Background: an optimization exercise with open tools, aiming at a short achievable clock period and few clock cycles. Do not read the settings as production practice.
Where RTL was checked, it was by simulation tests only, not by an equivalence proof against the original.
Power is estimated from default activity; no workload was simulated.

==> inputs of run a <==
## cpu_top
module cpu_top (
    input  logic        clk,
    input  logic        rst_n,
    input  logic [15:0] i_imem_data,
    input  logic [15:0] i_dmem_rdata,
    output logic [10:0] o_imem_addr,
    output logic [10:0] o_dmem_addr,
    output logic        o_dmem_we,
    output logic [15:0] o_dmem_wdata,
    output logic        o_io_stall
);
export LEC_CHECK = 0
export ABC_CLOCK_PERIOD_IN_PS = 2000
export CAP_MARGIN = 20
export CORE_MARGIN = 2
export CORE_UTILIZATION = 40
export SETUP_SLACK_MARGIN = 3.4
export SLEW_MARGIN = 20
export TNS_END_PERCENT = 100
create_clock -name core_clock -period 5.5 [get_ports {clk}]
run.sh (not shown) runs the stock make flow with config.mk's settings and CLKGATE_MAP_FILE= SYNTH_SCRIPT=/design/flow/synth_recipe.tcl, a recipe that flattens the netlist after the stock synthesis.
==> inputs of run b, as changes to run a <==
--- a/flow/design.v
+++ b/flow/design.v
@@ -136,17 +136,16 @@
     input  logic [15:0]        i_cb,
     input  logic [15:0]        i_ga,      
     input  logic [15:0]        i_ma,      
     input  logic [15:0]        i_mb,
     input  logic [4:0]         i_imm,
     output logic [15:0]        o_alu,     
     output logic [15:0]        o_add,     
     output logic [15:0]        o_sub,     
-    output logic               o_lt,      
     output logic               o_eq,
     output logic [10:0]        o_addr,
     output logic [5:0][15:0]   o_rows
 );
     logic [15:0] sum;
     logic [15:0] addr_sum;
     function automatic logic [15:0] ks_add(input logic [15:0] x, input logic [15:0] y, input logic cin);
         logic [15:0] g0, p0, g1, p1, g2, p2, g3, p3, g4, cy;
@@ -176,17 +175,16 @@
     endfunction
     logic [15:0] add_r, sub_r;
     assign add_r = ks_add(i_a, i_b, 1'b0);
     assign sub_r = ks_add(i_a, ~i_b, 1'b1);
     assign sum   = i_sub ? sub_r : add_r;
     assign o_alu = sum;
     assign o_add = add_r;
     assign o_sub = sub_r;
-    assign o_lt  = (i_a[15] != i_b[15]) ? i_a[15] : (i_a[14:0] < i_b[14:0]);
     assign o_eq  = (i_ca == i_cb);
     assign addr_sum = i_ga + {{11{i_imm[4]}}, i_imm};
     assign o_addr   = addr_sum[10:0];
     logic [15:0] pp [16];
     logic [15:0] l1 [11];
     logic [15:0] l2 [8];
     always_comb begin
         for (int i = 0; i < 16; i++) begin
@@ -232,16 +230,19 @@
     logic [10:0] pnpc_q;         
     logic        ppred_q;        
     logic [5:0]  phi_p1_q;       
     logic [5:0]  phi_m1_q;       
     logic [5:0]  i_lo;
     logic        i_uncond;
     logic        i_redirect;
     logic [10:0] i_tgt;
+    logic        s0_v, s1_v;
+    logic [15:0] s0_i, s1_i;
+    logic [10:0] s0_npc, s1_npc;
     logic        d_v;
     logic [15:0] d_i;
     logic [15:0] d_rs_oh, d_rt_oh;    
     logic [10:0] d_npc;
     logic        stall_q;
     logic        d_take;
     logic        d_uses_rs, d_uses_rt, d_writes, d_load, d_store, d_mul, d_slt, d_sub, d_cbr, d_uncond;
     logic [3:0]  d_wr;
@@ -263,44 +264,31 @@
     logic        e_eq;
     logic [10:0] e_addr;
     logic [5:0][15:0] e_rows;
     logic        flush;
     logic        m_v, m_writes, m_load, m_mul, m_we;
     logic [3:0]  m_wr;
     logic [15:0] m_res, m_wdata;
     logic        m_slt, m_a15, m_b15, m_d15, m_lt;
-    logic        e_lt;
     logic [15:0] m_val;
     logic [10:0] m_addr;
     logic [5:0][15:0] m_rows;
     logic [15:0] m_s, m_c;
     logic        w_writes, w_load, w_mul;
     logic [3:0]  w_wr;
     logic [15:0] w_res, w_s, w_c;
     logic [15:0] w_prod;
     logic [15:0] w_val;
     logic        x_writes;
     logic [3:0]  x_wr;
     logic [15:0] x_val;
-    logic [10:0] pco_q;
-    logic [10:0] pco_d;
-    assign o_imem_addr = pco_q;
-    always_comb begin
-        if (flush)           pco_d = e_tgt;
-        else if (i_redirect) pco_d = i_tgt;
-        else if (!fv)        pco_d = pco_q;
-        else if (btb_hit)    pco_d = btb_tgt;
-        else                 pco_d = pc_inc;
-    end
-    always_ff @(posedge clk) begin
-        pco_q <= rst_n ? pco_d : 11'd0;
-    end
+    assign o_imem_addr = pc_q;
     assign pc_inc      = pc_q + 11'd1;
-    assign fv = !((q_cnt == 2'd2) || ((q_cnt == 2'd1) && p_q));
+    assign fv = !(s0_v && (s1_v || p_q));
     fetch_unit #(.N(4)) u_btb (
         .clk       (clk),
         .rst_n     (rst_n),
         .i_pc      (pc_q),
         .i_ins     (p_q && i_uncond && !ppred_q),
         .i_ins_pc  (pnpc_q - 11'd1),
         .i_ins_tgt (i_tgt),
         .o_hit     (btb_hit),
@@ -332,79 +320,92 @@
     end
     assign i_uncond   = (i_imem_data[15:13] == cpu_pkg::OP_J) ||
                         ((i_imem_data[15:13] == cpu_pkg::OP_BEQ) && (i_imem_data[12:9] == i_imem_data[8:5]));
     assign i_lo       = {1'b0, pnpc_q[4:0]} + {1'b0, i_imem_data[4:0]};
     assign i_tgt      = (i_imem_data[15:13] == cpu_pkg::OP_J) ? i_imem_data[11:1] :
                         {(i_imem_data[4] == i_lo[5]) ? pnpc_q[10:5] :
                          (i_lo[5] ? phi_p1_q : phi_m1_q), i_lo[4:0]};
     assign i_redirect = p_q && i_uncond && !ppred_q && !flush;
-    logic [1:0]  q_cnt;
-    logic        q_wp, q_rp;
-    logic [15:0] q_i [2];
-    logic [10:0] q_npc [2];
-    logic        h_v;
-    logic [15:0] h_i;
-    logic [10:0] h_npc;
-    logic        q_pop;
     assign d_take = !stall_q;
-    assign h_v    = (q_cnt != 2'd0) || p_q;
-    assign h_i    = (q_cnt != 2'd0) ? q_i[q_rp] : i_imem_data;
-    assign h_npc  = (q_cnt != 2'd0) ? q_npc[q_rp] : pnpc_q;
-    assign q_pop  = d_take && h_v;
     always_ff @(posedge clk or negedge rst_n) begin
         if (!rst_n) begin
-            q_cnt <= 2'd0;
-            q_wp  <= 1'b0;
-            q_rp  <= 1'b0;
-            d_v   <= 1'b0;
+            s0_v <= 1'b0;
+            s1_v <= 1'b0;
+            d_v  <= 1'b0;
         end else if (flush) begin
-            q_cnt <= 2'd0;
-            q_rp  <= q_wp;
-            d_v   <= 1'b0;
+            s0_v <= 1'b0;
+            s1_v <= 1'b0;
+            d_v  <= 1'b0;
+        end else if (d_take) begin
+            if (s0_v) begin
+                d_v  <= 1'b1;
+                s0_v <= s1_v || p_q;
+                s1_v <= s1_v && p_q;
+            end else begin
+                d_v  <= p_q;
+            end
         end else begin
-            q_cnt <= q_cnt + {1'b0, p_q} - {1'b0, q_pop};
-            q_wp  <= q_wp ^ p_q;
-            q_rp  <= q_rp ^ q_pop;
-            if (d_take) d_v <= h_v;
+            if (!s0_v)      s0_v <= p_q;
+            else if (!s1_v) s1_v <= p_q;
         end
     end
     always_ff @(posedge clk) begin
-        if (p_q) begin
-            q_i[q_wp]   <= i_imem_data;
-            q_npc[q_wp] <= pnpc_q;
+        if (d_take) begin
+            d_rs_oh <= 16'd1 << n_i[12:9];
+            d_rt_oh <= 16'd1 << n_i[8:5];
         end
     end
     always_ff @(posedge clk) begin
         if (d_take) begin
-            d_i     <= h_i;
-            d_npc   <= h_npc;
-            d_rs_oh <= 16'd1 << h_i[12:9];
-            d_rt_oh <= 16'd1 << h_i[8:5];
+            if (s0_v) begin
+                d_i    <= s0_i;
+                d_npc  <= s0_npc;
+                if (s1_v) begin
+                    s0_i   <= s1_i;
+                    s0_npc <= s1_npc;
+                    s1_i   <= i_imem_data;
+                    s1_npc <= pnpc_q;
+                end else begin
+                    s0_i   <= i_imem_data;
+                    s0_npc <= pnpc_q;
+                end
+            end else begin
+                d_i   <= i_imem_data;
+                d_npc <= pnpc_q;
+            end
+        end else begin
+            if (!s0_v) begin
+                s0_i   <= i_imem_data;
+                s0_npc <= pnpc_q;
+            end else if (!s1_v) begin
+                s1_i   <= i_imem_data;
+                s1_npc <= pnpc_q;
+            end
         end
     end
-    assign n_v = h_v;
-    assign n_i = h_i;
+    assign n_v = s0_v || p_q;
+    assign n_i = s0_v ? s0_i : i_imem_data;
     cpu_control u_ndec (
         .i_instr   (n_i),
         .o_uses_rs (n_uses_rs),
         .o_uses_rt (n_uses_rt),
         .o_writes  (n_writes),
         .o_wr_idx  (n_wr),
         .o_load    (n_load),
         .o_store   (n_store),
         .o_mul     (n_mul),
         .o_slt     (n_slt),
         .o_sub     (n_sub),
         .o_cbr     (n_cbr),
         .o_uncond  (n_uncond)
     );
     logic d_lm, e_lm;
     logic hz_take, hz_hold;
-    assign d_lm = d_v && d_writes && (d_load || d_mul);
+    assign d_lm = d_v && d_writes && (d_load || d_mul || d_slt);
     assign e_lm = e_writes && (e_load || e_mul);
     assign hz_take = n_v && ((n_uses_rs && ((d_lm && (d_wr == n_i[12:9])) || (e_lm && (e_wr == n_i[12:9])))) ||
                              (n_uses_rt && ((d_lm && (d_wr == n_i[8:5]))  || (e_lm && (e_wr == n_i[8:5])))));
     assign hz_hold = d_v && ((d_uses_rs && e_lm && (e_wr == d_rs)) ||
                              (d_uses_rt && e_lm && (e_wr == d_rt)));
     always_ff @(posedge clk or negedge rst_n) begin
         if (!rst_n) begin
             stall_q <= 1'b0;
@@ -456,28 +457,23 @@
     assign sa_r = !ha_e && !ha_m && !ha_w && !ha_x;
     assign sb_e = hb_e;
     assign sb_m = !hb_e && hb_m;
     assign sb_w = !hb_e && !hb_m && hb_w;
     assign sb_x = !hb_e && !hb_m && !hb_w && hb_x;
     assign sb_r = !hb_e && !hb_m && !hb_w && !hb_x;
     logic e_kadd, e_ksub;
     assign e_kadd = !e_sub;
-    assign e_ksub = e_sub && !e_slt;
-    function automatic logic [15:0] fwd(input logic q, input logic se, input logic sm, input logic sw,
-                                        input logic sx, input logic sr, input logic lt,
-                                        input logic [15:0] m_v2, input logic [15:0] w_v,
-                                        input logic [15:0] x_v, input logic [15:0] r_v);
-        fwd = ({16{q && se && e_kadd}} & e_add) | ({16{q && se && e_ksub}} & e_subr) |
-              {15'd0, q && se && e_slt && lt} |
-              ({16{q && sm}} & m_v2) | ({16{q && sw}} & w_v) |
-              ({16{q && sx}} & x_v) | ({16{q && sr}} & r_v);
-    endfunction
-    assign op_a = fwd(1'b1, sa_e, sa_m, sa_w, sa_x, sa_r, e_lt, m_val, w_val, x_val, rf_rs);
-    assign op_b = fwd(1'b1, sb_e, sb_m, sb_w, sb_x, sb_r, e_lt, m_val, w_val, x_val, rf_rt);
+    assign e_ksub = e_sub;
+    assign op_a = ({16{sa_e && e_kadd}} & e_add) | ({16{sa_e && e_ksub}} & e_subr) |
+                  ({16{sa_m}} & m_val) | ({16{sa_w}} & w_val) |
+                  ({16{sa_x}} & x_val) | ({16{sa_r}} & rf_rs);
+    assign op_b = ({16{sb_e && e_kadd}} & e_add) | ({16{sb_e && e_ksub}} & e_subr) |
+                  ({16{sb_m}} & m_val) | ({16{sb_w}} & w_val) |
+                  ({16{sb_x}} & x_val) | ({16{sb_r}} & rf_rt);
     logic d_issue;
     assign d_issue = d_v && !stall_q && !flush;
     always_ff @(posedge clk or negedge rst_n) begin
         if (!rst_n) begin
             e_v      <= 1'b0;
             e_writes <= 1'b0;
             e_store  <= 1'b0;
             e_cbr    <= 1'b0;
@@ -493,37 +489,36 @@
         e_mul  <= d_mul;
         e_slt  <= d_slt;
         e_sub  <= d_sub;
         e_wr   <= d_wr;
         e_imm  <= d_i[4:0];
         e_tgt  <= d_npc + {{6{d_i[4]}}, d_i[4:0]};
         e_a_q  <= op_a;
         e_b_q  <= op_b;
-        e_ca_q <= fwd(d_cbr, sa_e, sa_m, sa_w, sa_x, sa_r, e_lt, m_val, w_val, x_val, rf_rs);
-        e_cb_q <= fwd(d_cbr, sb_e, sb_m, sb_w, sb_x, sb_r, e_lt, m_val, w_val, x_val, rf_rt);
-        e_ga_q <= fwd(d_load || d_store, sa_e, sa_m, sa_w, sa_x, sa_r, e_lt, m_val, w_val, x_val, rf_rs);
-        e_sb_q <= fwd(d_store, sb_e, sb_m, sb_w, sb_x, sb_r, e_lt, m_val, w_val, x_val, rf_rt);
-        e_ma_q <= fwd(d_mul, sa_e, sa_m, sa_w, sa_x, sa_r, e_lt, m_val, w_val, x_val, rf_rs);
-        e_mb_q <= fwd(d_mul, sb_e, sb_m, sb_w, sb_x, sb_r, e_lt, m_val, w_val, x_val, rf_rt);
+        e_ca_q <= d_cbr ? op_a : 16'd0;
+        e_cb_q <= d_cbr ? op_b : 16'd0;
+        e_ga_q <= (d_load || d_store) ? op_a : 16'd0;
+        e_sb_q <= d_store ? op_b : 16'd0;
+        e_ma_q <= d_mul ? op_a : 16'd0;
+        e_mb_q <= d_mul ? op_b : 16'd0;
     end
     execute_unit u_execute (
         .i_sub  (e_sub),
         .i_a    (e_a_q),
         .i_b    (e_b_q),
         .i_ca   (e_ca_q),
         .i_cb   (e_cb_q),
         .i_ga   (e_ga_q),
         .i_ma   (e_ma_q),
         .i_mb   (e_mb_q),
         .i_imm  (e_imm),
         .o_alu  (e_alu),
         .o_add  (e_add),
         .o_sub  (e_subr),
-        .o_lt   (e_lt),
         .o_eq   (e_eq),
         .o_addr (e_addr),
         .o_rows (e_rows)
     );
     assign flush = e_cbr && e_eq;
     always_ff @(posedge clk or negedge rst_n) begin
         if (!rst_n) begin
             m_v      <= 1'b0;
==> flow_metrics.tcl <==
set metrics [dict create \
    status "complete, no violations" \
    ctsResizeCount 707 \
    post_cts_buffers 215 \
    clk-power_mw 6.67 \
    p_switching_mw 10.63 \
]
(the above is from run b)
==> flow_metrics.tcl <==
set metrics [dict create \
    status "complete, no violations" \
    ctsResizeCount 797 \
    p_switching_mw 13.08 \
    post_cts_buffers 258 \
    clk-power_mw 6.47 \
    dp_hpwl_um 84010 \
]
(the above is from run a)
No run of this note included a check of the RTL's function; only the layout flow was run.

========
==> exp/raven <==
cpu_top, a different RTL version from the one above (not shown whole).
export LEC_CHECK = 0
export ABC_CLOCK_PERIOD_IN_PS = 2000
export CAP_MARGIN = 20
export CORE_MARGIN = 2
export CORE_UTILIZATION = 40
export SETUP_SLACK_MARGIN = 3.4
export SLEW_MARGIN = 20
export TNS_END_PERCENT = 100
create_clock -name core_clock -period 5.5 [get_ports {clk}]
==> exp/delta: changes against exp/raven <==
--- a/flow/design.v
+++ b/flow/design.v
@@ -65,33 +65,47 @@
             if (valid_q[i] && (tag_q[i] == i_pc)) begin
                 o_hit = 1'b1;
                 o_tgt = o_tgt | tgt_q[i];
             end
         end
     end
+    logic        ins_q;
+    logic [10:0] ins_pc_q;
+    logic [10:0] ins_tgt_q;
+    always_ff @(posedge clk or negedge rst_n) begin
+        if (!rst_n) begin
+            ins_q <= 1'b0;
+        end else begin
+            ins_q <= i_ins;
+        end
+    end
+    always_ff @(posedge clk) begin
+        ins_pc_q  <= i_ins_pc;
+        ins_tgt_q <= i_ins_tgt;
+    end
     always_ff @(posedge clk or negedge rst_n) begin
         if (!rst_n) begin
             valid_q <= '0;
             ptr_q   <= '0;
-        end else if (i_ins) begin
+        end else if (ins_q) begin
             valid_q[ptr_q] <= 1'b1;
             ptr_q          <= ptr_q + 1'b1;
         end
     end
     always_ff @(posedge clk) begin
-        if (i_ins) begin
-            tag_q[ptr_q] <= i_ins_pc;
-            tgt_q[ptr_q] <= i_ins_tgt;
+        if (ins_q) begin
+            tag_q[ptr_q] <= ins_pc_q;
+            tgt_q[ptr_q] <= ins_tgt_q;
         end
     end
 endmodule
 module register_file (
     input  logic        clk,
     input  logic        rst_n,
-    input  logic [3:0]  i_rs_idx,
-    input  logic [3:0]  i_rt_idx,
+    input  logic [15:0] i_rs_sel,    
+    input  logic [15:0] i_rt_sel,
     input  logic [3:0]  i_rd_idx,
     input  logic        i_we,
     input  logic [15:0] i_wdata,
     output logic [15:0] o_rs_data,
     output logic [15:0] o_rt_data
 );
@@ -102,46 +116,47 @@
                 regs[i] <= '0;
             end
         end else if (i_we) begin
             regs[i_rd_idx] <= i_wdata;
         end
     end
-    assign o_rs_data = regs[i_rs_idx];
-    assign o_rt_data = regs[i_rt_idx];
+    always_comb begin
+        o_rs_data = '0;
+        o_rt_data = '0;
+        for (int i = 0; i < 16; i++) begin
+            o_rs_data = o_rs_data | ({16{i_rs_sel[i]}} & regs[i]);
+            o_rt_data = o_rt_data | ({16{i_rt_sel[i]}} & regs[i]);
+        end
+    end
 endmodule
 module execute_unit (
     input  logic               i_sub,
-    input  logic               i_slt,
     input  logic [15:0]        i_a,       
     input  logic [15:0]        i_b,
     input  logic [15:0]        i_ca,      
     input  logic [15:0]        i_cb,
     input  logic [15:0]        i_ga,      
     input  logic [15:0]        i_ma,      
     input  logic [15:0]        i_mb,
     input  logic [4:0]         i_imm,
-    output logic [15:0]        o_alu,
+    output logic [15:0]        o_alu,     
+    output logic [15:0]        o_add,     
+    output logic [15:0]        o_sub,     
     output logic               o_eq,
     output logic [10:0]        o_addr,
     output logic [5:0][15:0]   o_rows
 );
     logic [15:0] sum;
-    logic        lt;
     logic [15:0] addr_sum;
-    logic [15:0] bx;
-    logic [15:0] g0, p0, gc;
-    logic [15:0] g1, p1, g2, p2, g3, p3, g4;
-    logic [15:0] cy;
-    assign bx = i_b ^ {16{i_sub}};
-    assign g0 = i_a & bx;
-    assign p0 = i_a ^ bx;
-    always_comb begin
-        gc = g0;
-        gc[0] = g0[0] | (p0[0] & i_sub);
+    function automatic logic [15:0] ks_add(input logic [15:0] x, input logic [15:0] y, input logic cin);
+        logic [15:0] g0, p0, g1, p1, g2, p2, g3, p3, g4, cy;
+        g0 = x & y;
+        p0 = x ^ y;
+        g0[0] = g0[0] | (p0[0] & cin);
         for (int i = 0; i < 16; i++) begin
-            g1[i] = (i >= 1) ? (gc[i] | (p0[i] & gc[i-1])) : gc[i];
+            g1[i] = (i >= 1) ? (g0[i] | (p0[i] & g0[i-1])) : g0[i];
             p1[i] = (i >= 1) ? (p0[i] & p0[i-1]) : 1'b0;
         end
         for (int i = 0; i < 16; i++) begin
             g2[i] = (i >= 2) ? (g1[i] | (p1[i] & g1[i-2])) : g1[i];
             p2[i] = (i >= 2) ? (p1[i] & p1[i-2]) : 1'b0;
         end
@@ -149,20 +164,25 @@
             g3[i] = (i >= 4) ? (g2[i] | (p2[i] & g2[i-4])) : g2[i];
             p3[i] = (i >= 4) ? (p2[i] & p2[i-4]) : 1'b0;
         end
         for (int i = 0; i < 16; i++) begin
             g4[i] = (i >= 8) ? (g3[i] | (p3[i] & g3[i-8])) : g3[i];
         end
-        cy[0] = i_sub;
+        cy[0] = cin;
         for (int i = 1; i < 16; i++) begin
             cy[i] = g4[i-1];
         end
-    end
-    assign sum = p0 ^ cy;
-    assign lt  = (i_a[15] != i_b[15]) ? i_a[15] : sum[15];
-    assign o_alu = i_slt ? {15'd0, lt} : sum;
+        ks_add = p0 ^ cy;
+    endfunction
+    logic [15:0] add_r, sub_r;
+    assign add_r = ks_add(i_a, i_b, 1'b0);
+    assign sub_r = ks_add(i_a, ~i_b, 1'b1);
+    assign sum   = i_sub ? sub_r : add_r;
+    assign o_alu = sum;
+    assign o_add = add_r;
+    assign o_sub = sub_r;
     assign o_eq  = (i_ca == i_cb);
     assign addr_sum = i_ga + {{11{i_imm[4]}}, i_imm};
     assign o_addr   = addr_sum[10:0];
     logic [15:0] pp [16];
     logic [15:0] l1 [11];
     logic [15:0] l2 [8];
@@ -212,17 +232,15 @@
     logic [5:0]  phi_p1_q;       
     logic [5:0]  phi_m1_q;       
     logic [5:0]  i_lo;
     logic        i_uncond;
     logic        i_redirect;
     logic [10:0] i_tgt;
-    logic        s0_v, s1_v;
-    logic [15:0] s0_i, s1_i;
-    logic [10:0] s0_npc, s1_npc;
     logic        d_v;
     logic [15:0] d_i;
+    logic [15:0] d_rs_oh, d_rt_oh;    
     logic [10:0] d_npc;
     logic        stall_q;
     logic        d_take;
     logic        d_uses_rs, d_uses_rt, d_writes, d_load, d_store, d_mul, d_slt, d_sub, d_cbr, d_uncond;
     logic [3:0]  d_wr;
     logic [3:0]  d_rs, d_rt;
@@ -236,33 +254,37 @@
     logic        e_v, e_writes, e_load, e_store, e_mul, e_slt, e_sub, e_cbr;
     logic [3:0]  e_wr;
     logic [15:0] e_a_q, e_b_q, e_ca_q, e_cb_q, e_ga_q, e_sb_q, e_ma_q, e_mb_q;
     logic [4:0]  e_imm;
     logic [10:0] e_tgt;
     logic [15:0] e_alu;
+    logic [15:0] e_add, e_subr;
     logic        e_eq;
     logic [10:0] e_addr;
     logic [5:0][15:0] e_rows;
     logic        flush;
     logic        m_v, m_writes, m_load, m_mul, m_we;
     logic [3:0]  m_wr;
     logic [15:0] m_res, m_wdata;
+    logic        m_slt, m_a15, m_b15, m_d15, m_lt;
+    logic [15:0] m_val;
     logic [10:0] m_addr;
     logic [5:0][15:0] m_rows;
     logic [15:0] m_s, m_c;
     logic        w_writes, w_load, w_mul;
     logic [3:0]  w_wr;
     logic [15:0] w_res, w_s, w_c;
     logic [15:0] w_prod;
     logic [15:0] w_val;
     logic        x_writes;
     logic [3:0]  x_wr;
     logic [15:0] x_val;
-    assign o_imem_addr = pc_q;
+    logic [10:0] pco_n_q;
+    assign o_imem_addr = ~pco_n_q;
     assign pc_inc      = pc_q + 11'd1;
-    assign fv = !(s0_v && (s1_v || p_q));
+    assign fv = !((q_cnt == 2'd2) || ((q_cnt == 2'd1) && p_q));
     fetch_unit #(.N(4)) u_btb (
         .clk       (clk),
         .rst_n     (rst_n),
         .i_pc      (pc_q),
         .i_ins     (p_q && i_uncond && !ppred_q),
         .i_ins_pc  (pnpc_q - 11'd1),
@@ -277,19 +299,21 @@
         else if (btb_hit)    pc_d = btb_tgt;
         else                 pc_d = pc_inc;
     end
     always_ff @(posedge clk or negedge rst_n) begin
         if (!rst_n) begin
             pc_q     <= '0;
+            pco_n_q  <= '1;
             p_q      <= 1'b0;
             pnpc_q   <= '0;
             ppred_q  <= 1'b0;
             phi_p1_q <= 6'd1;
             phi_m1_q <= 6'h3f;
         end else begin
             pc_q     <= pc_d;
+            pco_n_q  <= ~pc_d;
             p_q      <= fv && !flush && !i_redirect;
             pnpc_q   <= pc_inc;
             ppred_q  <= btb_hit;
             phi_p1_q <= pc_inc[10:5] + 6'd1;
             phi_m1_q <= pc_inc[10:5] - 6'd1;
         end
@@ -298,65 +322,58 @@
                         ((i_imem_data[15:13] == cpu_pkg::OP_BEQ) && (i_imem_data[12:9] == i_imem_data[8:5]));
     assign i_lo       = {1'b0, pnpc_q[4:0]} + {1'b0, i_imem_data[4:0]};
     assign i_tgt      = (i_imem_data[15:13] == cpu_pkg::OP_J) ? i_imem_data[11:1] :
                         {(i_imem_data[4] == i_lo[5]) ? pnpc_q[10:5] :
                          (i_lo[5] ? phi_p1_q : phi_m1_q), i_lo[4:0]};
     assign i_redirect = p_q && i_uncond && !ppred_q && !flush;
+    logic [1:0]  q_cnt;
+    logic        q_wp, q_rp;
+    logic [15:0] q_i [2];
+    logic [10:0] q_npc [2];
+    logic        h_v;
+    logic [15:0] h_i;
+    logic [10:0] h_npc;
+    logic        q_pop;
     assign d_take = !stall_q;
+    assign h_v    = (q_cnt != 2'd0) || p_q;
+    assign h_i    = (q_cnt != 2'd0) ? q_i[q_rp] : i_imem_data;
+    assign h_npc  = (q_cnt != 2'd0) ? q_npc[q_rp] : pnpc_q;
+    assign q_pop  = d_take && h_v;
     always_ff @(posedge clk or negedge rst_n) begin
         if (!rst_n) begin
-            s0_v <= 1'b0;
-            s1_v <= 1'b0;
-            d_v  <= 1'b0;
+            q_cnt <= 2'd0;
+            q_wp  <= 1'b0;
+            q_rp  <= 1'b0;
+            d_v   <= 1'b0;
         end else if (flush) begin
-            s0_v <= 1'b0;
-            s1_v <= 1'b0;
-            d_v  <= 1'b0;
-        end else if (d_take) begin
-            if (s0_v) begin
-                d_v  <= 1'b1;
-                s0_v <= s1_v || p_q;
-                s1_v <= s1_v && p_q;
-            end else begin
-                d_v  <= p_q;
-            end
+            q_cnt <= 2'd0;
+            q_rp  <= q_wp;
+            d_v   <= 1'b0;
         end else begin
-            if (!s0_v)      s0_v <= p_q;
-            else if (!s1_v) s1_v <= p_q;
+            q_cnt <= q_cnt + {1'b0, p_q} - {1'b0, q_pop};
+            q_wp  <= q_wp ^ p_q;
+            q_rp  <= q_rp ^ q_pop;
+            if (d_take) d_v <= h_v;
+        end
+    end
+    always_ff @(posedge clk) begin
+        if (p_q) begin
+            q_i[q_wp]   <= i_imem_data;
+            q_npc[q_wp] <= pnpc_q;
         end
     end
     always_ff @(posedge clk) begin
         if (d_take) begin
-            if (s0_v) begin
-                d_i    <= s0_i;
-                d_npc  <= s0_npc;
-                if (s1_v) begin
-                    s0_i   <= s1_i;
-                    s0_npc <= s1_npc;
-                    s1_i   <= i_imem_data;
-                    s1_npc <= pnpc_q;
-                end else begin
-                    s0_i   <= i_imem_data;
-                    s0_npc <= pnpc_q;
-                end
-            end else begin
-                d_i   <= i_imem_data;
-                d_npc <= pnpc_q;
-            end
-        end else begin
-            if (!s0_v) begin
-                s0_i   <= i_imem_data;
-                s0_npc <= pnpc_q;
-            end else if (!s1_v) begin
-                s1_i   <= i_imem_data;
-                s1_npc <= pnpc_q;
-            end
+            d_i     <= h_i;
+            d_npc   <= h_npc;
+            d_rs_oh <= 16'd1 << h_i[12:9];
+            d_rt_oh <= 16'd1 << h_i[8:5];
         end
     end
-    assign n_v = s0_v || p_q;
-    assign n_i = s0_v ? s0_i : i_imem_data;
+    assign n_v = h_v;
+    assign n_i = h_i;
     cpu_control u_ndec (
         .i_instr   (n_i),
         .o_uses_rs (n_uses_rs),
         .o_uses_rt (n_uses_rt),
         .o_writes  (n_writes),
         .o_wr_idx  (n_wr),
@@ -367,13 +384,13 @@
         .o_sub     (n_sub),
         .o_cbr     (n_cbr),
         .o_uncond  (n_uncond)
     );
     logic d_lm, e_lm;
     logic hz_take, hz_hold;
-    assign d_lm = d_v && d_writes && (d_load || d_mul);
+    assign d_lm = d_v && d_writes && (d_load || d_mul || d_slt);
     assign e_lm = e_writes && (e_load || e_mul);
     assign hz_take = n_v && ((n_uses_rs && ((d_lm && (d_wr == n_i[12:9])) || (e_lm && (e_wr == n_i[12:9])))) ||
                              (n_uses_rt && ((d_lm && (d_wr == n_i[8:5]))  || (e_lm && (e_wr == n_i[8:5])))));
     assign hz_hold = d_v && ((d_uses_rs && e_lm && (e_wr == d_rs)) ||
                              (d_uses_rt && e_lm && (e_wr == d_rt)));
     always_ff @(posedge clk or negedge rst_n) begin
@@ -399,14 +416,14 @@
         .o_cbr     (d_cbr),
         .o_uncond  (d_uncond)
     );
     register_file u_regfile (
         .clk       (clk),
         .rst_n     (rst_n),
-        .i_rs_idx  (d_rs),
-        .i_rt_idx  (d_rt),
+        .i_rs_sel  (d_rs_oh),
+        .i_rt_sel  (d_rt_oh),
         .i_rd_idx  (x_wr),
         .i_we      (x_writes),
         .i_wdata   (x_val),
         .o_rs_data (rf_rs),
         .o_rt_data (rf_rt)
     );
@@ -427,15 +444,20 @@
     assign sa_r = !ha_e && !ha_m && !ha_w && !ha_x;
     assign sb_e = hb_e;
     assign sb_m = !hb_e && hb_m;
     assign sb_w = !hb_e && !hb_m && hb_w;
     assign sb_x = !hb_e && !hb_m && !hb_w && hb_x;
     assign sb_r = !hb_e && !hb_m && !hb_w && !hb_x;
-    assign op_a = ({16{sa_e}} & e_alu) | ({16{sa_m}} & m_res) | ({16{sa_w}} & w_val) |
+    logic e_kadd, e_ksub;
+    assign e_kadd = !e_sub;
+    assign e_ksub = e_sub;
+    assign op_a = ({16{sa_e && e_kadd}} & e_add) | ({16{sa_e && e_ksub}} & e_subr) |
+                  ({16{sa_m}} & m_val) | ({16{sa_w}} & w_val) |
                   ({16{sa_x}} & x_val) | ({16{sa_r}} & rf_rs);
-    assign op_b = ({16{sb_e}} & e_alu) | ({16{sb_m}} & m_res) | ({16{sb_w}} & w_val) |
+    assign op_b = ({16{sb_e && e_kadd}} & e_add) | ({16{sb_e && e_ksub}} & e_subr) |
+                  ({16{sb_m}} & m_val) | ({16{sb_w}} & w_val) |
                   ({16{sb_x}} & x_val) | ({16{sb_r}} & rf_rt);
     logic d_issue;
     assign d_issue = d_v && !stall_q && !flush;
     always_ff @(posedge clk or negedge rst_n) begin
         if (!rst_n) begin
             e_v      <= 1'b0;
@@ -465,22 +487,23 @@
         e_sb_q <= d_store ? op_b : 16'd0;
         e_ma_q <= d_mul ? op_a : 16'd0;
         e_mb_q <= d_mul ? op_b : 16'd0;
     end
     execute_unit u_execute (
         .i_sub  (e_sub),
-        .i_slt  (e_slt),
         .i_a    (e_a_q),
         .i_b    (e_b_q),
         .i_ca   (e_ca_q),
         .i_cb   (e_cb_q),
         .i_ga   (e_ga_q),
         .i_ma   (e_ma_q),
         .i_mb   (e_mb_q),
         .i_imm  (e_imm),
         .o_alu  (e_alu),
+        .o_add  (e_add),
+        .o_sub  (e_subr),
         .o_eq   (e_eq),
         .o_addr (e_addr),
         .o_rows (e_rows)
     );
     assign flush = e_cbr && e_eq;
     always_ff @(posedge clk or negedge rst_n) begin
@@ -496,20 +519,26 @@
     end
     always_ff @(posedge clk) begin
         m_load  <= e_load;
         m_mul   <= e_mul;
         m_wr    <= e_wr;
         m_res   <= e_alu;
+        m_slt   <= e_slt;
+        m_a15   <= e_a_q[15];
+        m_b15   <= e_b_q[15];
+        m_d15   <= e_subr[15];
         m_addr  <= e_addr;
         m_wdata <= e_sb_q;
         m_rows  <= e_rows;
     end
     assign o_dmem_addr  = m_addr;
     assign o_dmem_we    = m_we;
     assign o_dmem_wdata = m_wdata;
     assign o_io_stall   = !m_v;
+    assign m_lt  = (m_a15 != m_b15) ? m_a15 : m_d15;
+    assign m_val = m_slt ? {15'd0, m_lt} : m_res;
     logic [15:0] l3 [4];
     logic [15:0] l4 [3];
     always_comb begin
         for (int g = 0; g < 2; g++) begin
             l3[2*g]   = m_rows[3*g] ^ m_rows[3*g+1] ^ m_rows[3*g+2];
             l3[2*g+1] = ((m_rows[3*g] & m_rows[3*g+1]) | (m_rows[3*g] & m_rows[3*g+2]) |
@@ -529,13 +558,13 @@
         end
     end
     always_ff @(posedge clk) begin
         w_load <= m_load;
         w_mul  <= m_mul;
         w_wr   <= m_wr;
-        w_res  <= m_res;
+        w_res  <= m_val;
         w_s    <= m_s;
         w_c    <= m_c;
     end
     assign w_prod = w_s + w_c;
     assign w_val  = w_load ? i_dmem_rdata : (w_mul ? w_prod : w_res);
     always_ff @(posedge clk or negedge rst_n) begin
==> impl_metrics.yaml <==
outcome:
  status: "complete, no violations"
synthesis:
  synth_most_common_cell: "mux2_2"
  ys_seq_area_share_pct: 48.15
  synth_common_cells: "320 x mux2_2, 309 x dfxtp_1, 304 x dfrtp_1"
die:
  n_tap_cell: 1287
  core.rowCount: 115
finish:
  nNonClkBuffers: 526
  fin_nets: 4153
  n_all_inverters: 184
pwr:
  max-vdd-ir-drop_mv: 0.3196
  power_frac_comb_pct: 47.1
  comb-power_w: 0.0147
global_route:
  met1_usage_pct: 36.03
  grt_pass1_vias: 31407
route:
  totalWireLength_um: 144500
  drtIter0Drc: 4435
min_path:
  min_to: "m_wdata[6]"
# the run above: exp/raven

==> impl_metrics.yaml <==
synthesis:
  ys_seq_area_share_pct: 52.00
  synth_common_cells: "335 x dfxtp_1, 307 x dfrtp_1, 262 x mux2_2"
  synth_most_common_cell: "dfxtp_1"
finish:
  n_all_inverters: 234
die:
  n_tap_cell: 1298
  core.rowCount: 116
global_route:
  met1_usage_pct: 33.22
  grt_pass1_vias: 30047
outcome:
  status: "complete, no violations"
min_path:
  min_to: "w_s[1]"
route:
  totalWireLength_um: 130200
# the run above: exp/delta

Testbench counts of exp/raven, summed over its fixed seeds: cycles 29,510.
Testbench counts of exp/delta, summed over its fixed seeds: cycles 29,713.

[re-timing with driven ports]
How much do the figures lean on ideal ports? The routed layouts below were timed once more, with nothing changed but the port constraints. Step 1 sets driving cells, clkbuf_16 on the clock port and buf_2 on the other inputs (assumed; they add their load-dependent delay and slew). Step 2 times the ports against the registers' clock, not the clock port: input delays grow and output delays shrink by t, the midpoint of the rising clock arrivals with the driver on. a / b / c = no drivers / after step 1 / after step 2; a / b = the first two.
run | t, ns | setup WS [ns] | slew at the worst register clock pin (ns) | worst data-port slew with drivers (ns)
run a | 0.741 | 2.739 / 2.739 / 2.295 | 0.07 / 0.07 | 0.07
run b | 0.728 | 2.554 / 2.554 / 2.243 | 0.07 / 0.07 | 0.06
exp/raven | 0.744 | 2.529 / 2.529 / 2.367 | 0.06 / 0.06 | 0.05
exp/delta | 0.738 | 2.819 / 2.819 / 2.376 | 0.07 / 0.07 | 0.07
After both steps setup and hold are still met in every run listed. For run a, which loses most, drivers alone change the setup slack by 0.000 ns; drivers and shift together by -0.444 ns.
